Context: an optimization exercise on an open-source flow, tuned for small area, a short achievable clock period and few clock cycles per item. The choices shown serve that exercise and are no tape-out recipe. In this exercise RTL edits were held to simulation tests only and were not proved equivalent to the original. No activity file was given, so power comes from the tool's default toggle rates.

==> flow/design.v (excerpt) <==
module accelbrot_scan_gen #(
  parameter int NWORDS = 8,
  parameter int WWIDTH = 34,
  parameter int TWIDTH = 24,
  parameter int XWIDTH = 12,
  parameter int YWIDTH = 12
) (
  input  logic                     clk,
  input  logic                     rstn,
  input  logic [NWORDS*WWIDTH-1:0] cfg_a0,
  input  logic [NWORDS*WWIDTH-1:0] cfg_b0,
  input  logic [NWORDS*WWIDTH-1:0] cfg_step,
  input  logic [XWIDTH-1:0]        cfg_width,
  input  logic [YWIDTH-1:0]        cfg_height,
  input  logic                     ctl_start,
  output logic                     ctl_busy,
  output logic                     ctl_done,
  output logic [31:0]              sts_num_issued,
  output logic [WWIDTH-1:0]        enter_a,
  output logic [WWIDTH-1:0]        enter_b,
  output logic [TWIDTH-1:0]        enter_tag,
  output logic                     enter_start,
  output logic                     enter_valid,
  input  logic                     enter_bp
);
  localparam int NB = NWORDS * WWIDTH;
  localparam int WB = accelbrot_pkg::widx_bits(NWORDS);
  localparam logic [WB-1:0] WLAST = WB'(NWORDS - 1);
  localparam logic [WB-1:0] WLOAD = WB'(NWORDS - 3);
  localparam logic [WB-1:0] WPRE0 = WB'(NWORDS - 2);
  localparam int RB = 3 * WWIDTH;             
  localparam int HL = WWIDTH / 2;             
  localparam int HH = WWIDTH - HL;            
  localparam int CW = XWIDTH + YWIDTH;
  logic [NB-1:0]     a_cur_q, a_row0_q, b_cur_q, step_q;
  logic [HL:0]       lo_q;
  logic [WWIDTH:0]   p_q;
  logic              c_q, sel1_q, sel2_q;
  logic [XWIDTH-1:0] width_q, xrem_q;
  logic [YWIDTH-1:0] yrem_q;
  logic              w1_q, w12_q, eor_q, eorn_q, lrow_q, first_q;
  logic [WB-1:0]     ph_q;
  logic [CW-1:0]     issued_q;
  logic              busy_q, run_q, idle_q, done_q, valid_q, vld_q, estart_q;
  logic              empty, go, wlast, wend, last_px, begin_b, ag, bg;
  logic              c_n;
  logic [HL-1:0]     x1, y1;
  ...
==> flow/config.mk <==
export PLATFORM = sky130hd
export DESIGN_NAME = accelbrot_scan_gen
export DESIGN_NICKNAME = accelbrot_scan_gen
export VERILOG_FILES = /design/flow/design.v
export SDC_FILE = /design/flow/constraint.sdc
export NUM_CORES = 4
export LEC_CHECK = 0
export CAP_MARGIN = 20
export CORE_MARGIN = 2
export CORE_UTILIZATION = 55
export SETUP_SLACK_MARGIN = 2.9
export SLEW_MARGIN = 20
==> flow/constraint.sdc <==
create_clock -name core_clock -period 5.0 [get_ports {clk}]
set_input_delay 1.0000 -clock core_clock [delete_from_list [all_inputs] [get_ports {clk}]]
set_output_delay 1.0000 -clock core_clock [all_outputs]
set_load 0.01 [all_outputs]
standard.sh (not shown) runs the stock make flow with config.mk's settings and CLKGATE_MAP_FILE= SYNTH_SCRIPT=/design/flow/synth_recipe.tcl, a recipe that flattens the netlist after the stock synthesis.
==> flow/flow/run.sh <==
#!/bin/bash
# Standard ORFS layout (the standard.sh) with plain buffers on the ports,
# smaller clock-tree buffers and no dummy clock loads.
set -euo pipefail
bash standard.sh "BUFFER_PORTS_ARGS=-buffer_cell sky130_fd_sc_hd__buf_1" \
  "CTS_ARGS=-sink_clustering_enable -repair_clock_nets -dont_use_dummy_load -buf_list {sky130_fd_sc_hd__clkbuf_4 sky130_fd_sc_hd__clkbuf_8 sky130_fd_sc_hd__clkbuf_16}" \
  finish > standard_make.log 2>&1
Testbench counts at the start, summed over its fixed seeds: cycles 280,936, pixels 35,068.
Next try:
Settings changed: SETUP_SLACK_MARGIN 2.9 to 2.7.
What happened: The new run went through all stages and came out clean; cell count fell by 2.7%; first-iteration DRC count fell by 12%; area after synthesis does not change; setup slack improved by 0.037 ns; maximum frequency rose by 1.2%; die area does not change; global-route usage fell by 1.1 points; critical path depth rose by 1; cell area fell by 4.9%; worst hold slack improved by 0.0063 ns.

========
Setup of the baseline:
Another version of the RTL of accelbrot_scan_gen (not shown whole).
For scale: about 1300 flip-flops, ~970 I/O pins.
Settings: LEC_CHECK=0, CAP_MARGIN=20, CORE_MARGIN=2, CORE_UTILIZATION=55, PLACE_DENSITY=0.75, SETUP_SLACK_MARGIN=2.7, SLEW_MARGIN=20; clock period 5.0 ns.
==> flow/flow/run.sh <==
#!/bin/bash
# Standard ORFS layout (the standard.sh) with plain buffers on the ports,
# larger clock-tree leaf clusters driven by smaller buffers, and no dummy
# clock loads.
set -euo pipefail
bash standard.sh "BUFFER_PORTS_ARGS=-buffer_cell sky130_fd_sc_hd__buf_1" \
  "CTS_ARGS=-sink_clustering_enable -repair_clock_nets -dont_use_dummy_load -root_buf sky130_fd_sc_hd__clkbuf_16 -sink_clustering_buffer sky130_fd_sc_hd__clkbuf_8 -sink_clustering_size 14 -sink_clustering_max_diameter 50 -buf_list {sky130_fd_sc_hd__clkbuf_8 sky130_fd_sc_hd__clkbuf_16}" \
  finish > standard_make.log 2>&1
Every stage of the flow completed for the baseline, and the final layout passed the timing, DRC and antenna checks.
Testbench counts of the baseline, summed over its fixed seeds: cycles 281,128, pixels 35,068.
What the candidate does differently from the baseline at the input level:
- SETUP_SLACK_MARGIN now 2.6, was 2.7
- PLACE_DENSITY no longer set, was 0.75
- CORE_UTILIZATION now 50, was 55
--- outcome ---
The candidate | stages: all done | timing, DRC, antenna: all pass. Both conditions hold for the baseline: the flow ran to the end and the final layout passed the timing, DRC and antenna checks. Biggest cell delay along the critical path (lower): the candidate. Side by side, global-route wire length before repair turned out higher in the candidate than in the baseline. Per the comparison of the candidate with the baseline, total power after layout went down by 0.66%, die area went up 7400 µm², design area ~0 delta. A first element of the critical path of run_q$_DFFE_PN0P_ is what the baseline shows, while a_cur_q[57]$_DFF_P_ belongs to the candidate. NOTE cell row count the baseline->the candidate increased by a few percent.

========
Setup of build 50:
Another version of the RTL of accelbrot_scan_gen (not shown whole).
Size: ~970 I/O pins.
==> flow/design.v (excerpt) <==
module accelbrot_scan_gen #(
  parameter int NWORDS = 8,
  parameter int WWIDTH = 34,
  parameter int TWIDTH = 24,
  parameter int XWIDTH = 12,
  parameter int YWIDTH = 12
) (
  input  logic                     clk,
  input  logic                     rstn,
  input  logic [NWORDS*WWIDTH-1:0] cfg_a0,
  input  logic [NWORDS*WWIDTH-1:0] cfg_b0,
  input  logic [NWORDS*WWIDTH-1:0] cfg_step,
  input  logic [XWIDTH-1:0]        cfg_width,
  input  logic [YWIDTH-1:0]        cfg_height,
  input  logic                     ctl_start,
  output logic                     ctl_busy,
  output logic                     ctl_done,
  output logic [31:0]              sts_num_issued,
  output logic [WWIDTH-1:0]        enter_a,
  output logic [WWIDTH-1:0]        enter_b,
  output logic [TWIDTH-1:0]        enter_tag,
  output logic                     enter_start,
  output logic                     enter_valid,
  input  logic                     enter_bp
);
  localparam int NB = NWORDS * WWIDTH;
  localparam int WB = accelbrot_pkg::widx_bits(NWORDS);
  localparam logic [WB-1:0] WLAST = WB'(NWORDS - 1);
  localparam logic [WB-1:0] WLOAD = WB'(NWORDS - 4);
  localparam logic [WB-1:0] WPRE0 = WB'(NWORDS - 3);
  localparam int RB = 4 * WWIDTH;             
  ...
==> flow/config.mk <==
export PLATFORM = sky130hd
export DESIGN_NAME = accelbrot_scan_gen
export DESIGN_NICKNAME = accelbrot_scan_gen
export VERILOG_FILES = /design/flow/design.v
export SDC_FILE = /design/flow/constraint.sdc
export NUM_CORES = 4
export LEC_CHECK = 0
export CAP_MARGIN = 20
export CORE_MARGIN = 2
export CORE_UTILIZATION = 55
export SETUP_SLACK_MARGIN = 2.7
export SLEW_MARGIN = 20
==> flow/constraint.sdc <==
create_clock -name core_clock -period 5.0 [get_ports {clk}]
set_input_delay 1.0000 -clock core_clock [delete_from_list [all_inputs] [get_ports {clk}]]
set_output_delay 1.0000 -clock core_clock [all_outputs]
set_load 0.01 [all_outputs]
==> flow/flow/run.sh <==
#!/bin/bash
# Standard ORFS layout (the standard.sh) with plain buffers on the ports,
# larger clock-tree leaf clusters driven by smaller buffers, and no dummy
# clock loads.
set -euo pipefail
bash standard.sh "BUFFER_PORTS_ARGS=-buffer_cell sky130_fd_sc_hd__buf_1" \
  "CTS_ARGS=-sink_clustering_enable -repair_clock_nets -dont_use_dummy_load -root_buf sky130_fd_sc_hd__clkbuf_16 -sink_clustering_buffer sky130_fd_sc_hd__clkbuf_8 -sink_clustering_size 18 -sink_clustering_max_diameter 45 -buf_list {sky130_fd_sc_hd__clkbuf_8 sky130_fd_sc_hd__clkbuf_16}" \
  finish > standard_make.log 2>&1
Every stage of the flow completed for build 50, and the final layout passed the timing, DRC and antenna checks.
Testbench counts of build 50, summed over its fixed seeds: cycles 281,032, pixels 35,068.
#### Input delta (build 2 over build 50)
==> flow/flow/run.sh <==
#!/bin/bash
# Standard ORFS layout (the standard.sh) with plain buffers on the ports,
# smaller clock-tree buffers and no dummy clock loads.
set -euo pipefail
bash standard.sh "BUFFER_PORTS_ARGS=-buffer_cell sky130_fd_sc_hd__buf_1" \
  "CTS_ARGS=-sink_clustering_enable -repair_clock_nets -dont_use_dummy_load -buf_list {sky130_fd_sc_hd__clkbuf_4 sky130_fd_sc_hd__clkbuf_8 sky130_fd_sc_hd__clkbuf_16}" \
  finish > standard_make.log 2>&1
--- outcome ---
Across build 2 and build 50, the outcome is the same: a clean finish for every run. Cell type of the slowest stage on the worst timing path: sky130_fd_sc_hd__edfxtp_1 -> build 2, sky130_fd_sc_hd__dfrtp_4 -> build 50. Build 2 vs build 50 on final cell count: build 2 is the lower one. In the metrics for build 2 and build 50, the one carrying the lower sequential share of layout area is build 2. Compared with build 50, via count in build 2 increased slightly.
The inputs of build 25 differ from those of build 2 as listed below.
==> flow/flow/run.sh <==
#!/bin/bash
# Standard ORFS layout (the standard.sh) with plain buffers on the ports,
# larger clock-tree leaf clusters driven by smaller buffers, and no dummy
# clock loads.
set -euo pipefail
bash standard.sh "BUFFER_PORTS_ARGS=-buffer_cell sky130_fd_sc_hd__buf_1" \
  "CTS_ARGS=-sink_clustering_enable -repair_clock_nets -dont_use_dummy_load -root_buf sky130_fd_sc_hd__clkbuf_16 -sink_clustering_buffer sky130_fd_sc_hd__clkbuf_8 -sink_clustering_size 14 -sink_clustering_max_diameter 50 -buf_list {sky130_fd_sc_hd__clkbuf_8 sky130_fd_sc_hd__clkbuf_16}" \
  finish > standard_make.log 2>&1
==> run summary <==
- | combined global-route utilization of all metal layers | higher: build 2 |
- As far as chip height goes, build 2 and build 25 are indistinguishable; the numbers are identical.
- On combinational cell fraction of total power: between build 25 and build 2, it ends up lower for build 2.
- Total wire length of build 2 is on par with build 25.

-- afterwards: timing with drivers on the ports --
In the flow no input, the clock included, has a driving cell. The finished layouts below were timed again as built, in two steps.
Step 1, drivers: a clkbuf_16 drives clk and a buf_2 each remaining input, both assumed.
Step 2 moves the port delays by t, midway between the first and last clock arrival at a register: inputs arrive t later, outputs are due t later. That takes back most of the time a late clock gives input paths.
a / b / c = ideal / step 1 / step 2; a / b = the first two.
| run | shift t [ns] | slack for setup (ns) | latest minus earliest clock arrival (ns) | worst data-port slew with drivers (ns) | pins driven straight from the clock port |
|---|---|---|---|---|---|
| the first run of note 1 | 0.726 | 2.037 / 2.037 / 2.037 | 0.058 / 0.059 | 0.19 | 1 |
| the second run of note 1 | 0.723 | 2.073 / 2.073 / 2.073 | 0.068 / 0.068 | 0.24 | 1 |
| the baseline | 0.669 | 2.588 / 2.517 / 2.348 | 0.098 / 0.097 | 0.16 | 1 |
| the candidate | 0.690 | 2.630 / 2.559 / 2.166 | 0.073 / 0.074 | 0.19 | 1 |
| build 50 | 0.744 | 2.613 / 2.535 / 2.229 | 0.073 / 0.073 | 0.25 | 1 |
| build 2 | 0.739 | 2.631 / 2.631 / 2.193 | 0.060 / 0.060 | 0.23 | 1 |
| build 25 | 0.689 | 2.608 / 2.608 / 2.205 | 0.061 / 0.062 | 0.24 | 1 |
After both steps setup and hold are still met in every run listed. The setup slack of the candidate, which loses most, moves by -0.071 ns with the drivers and by -0.464 ns with both steps.
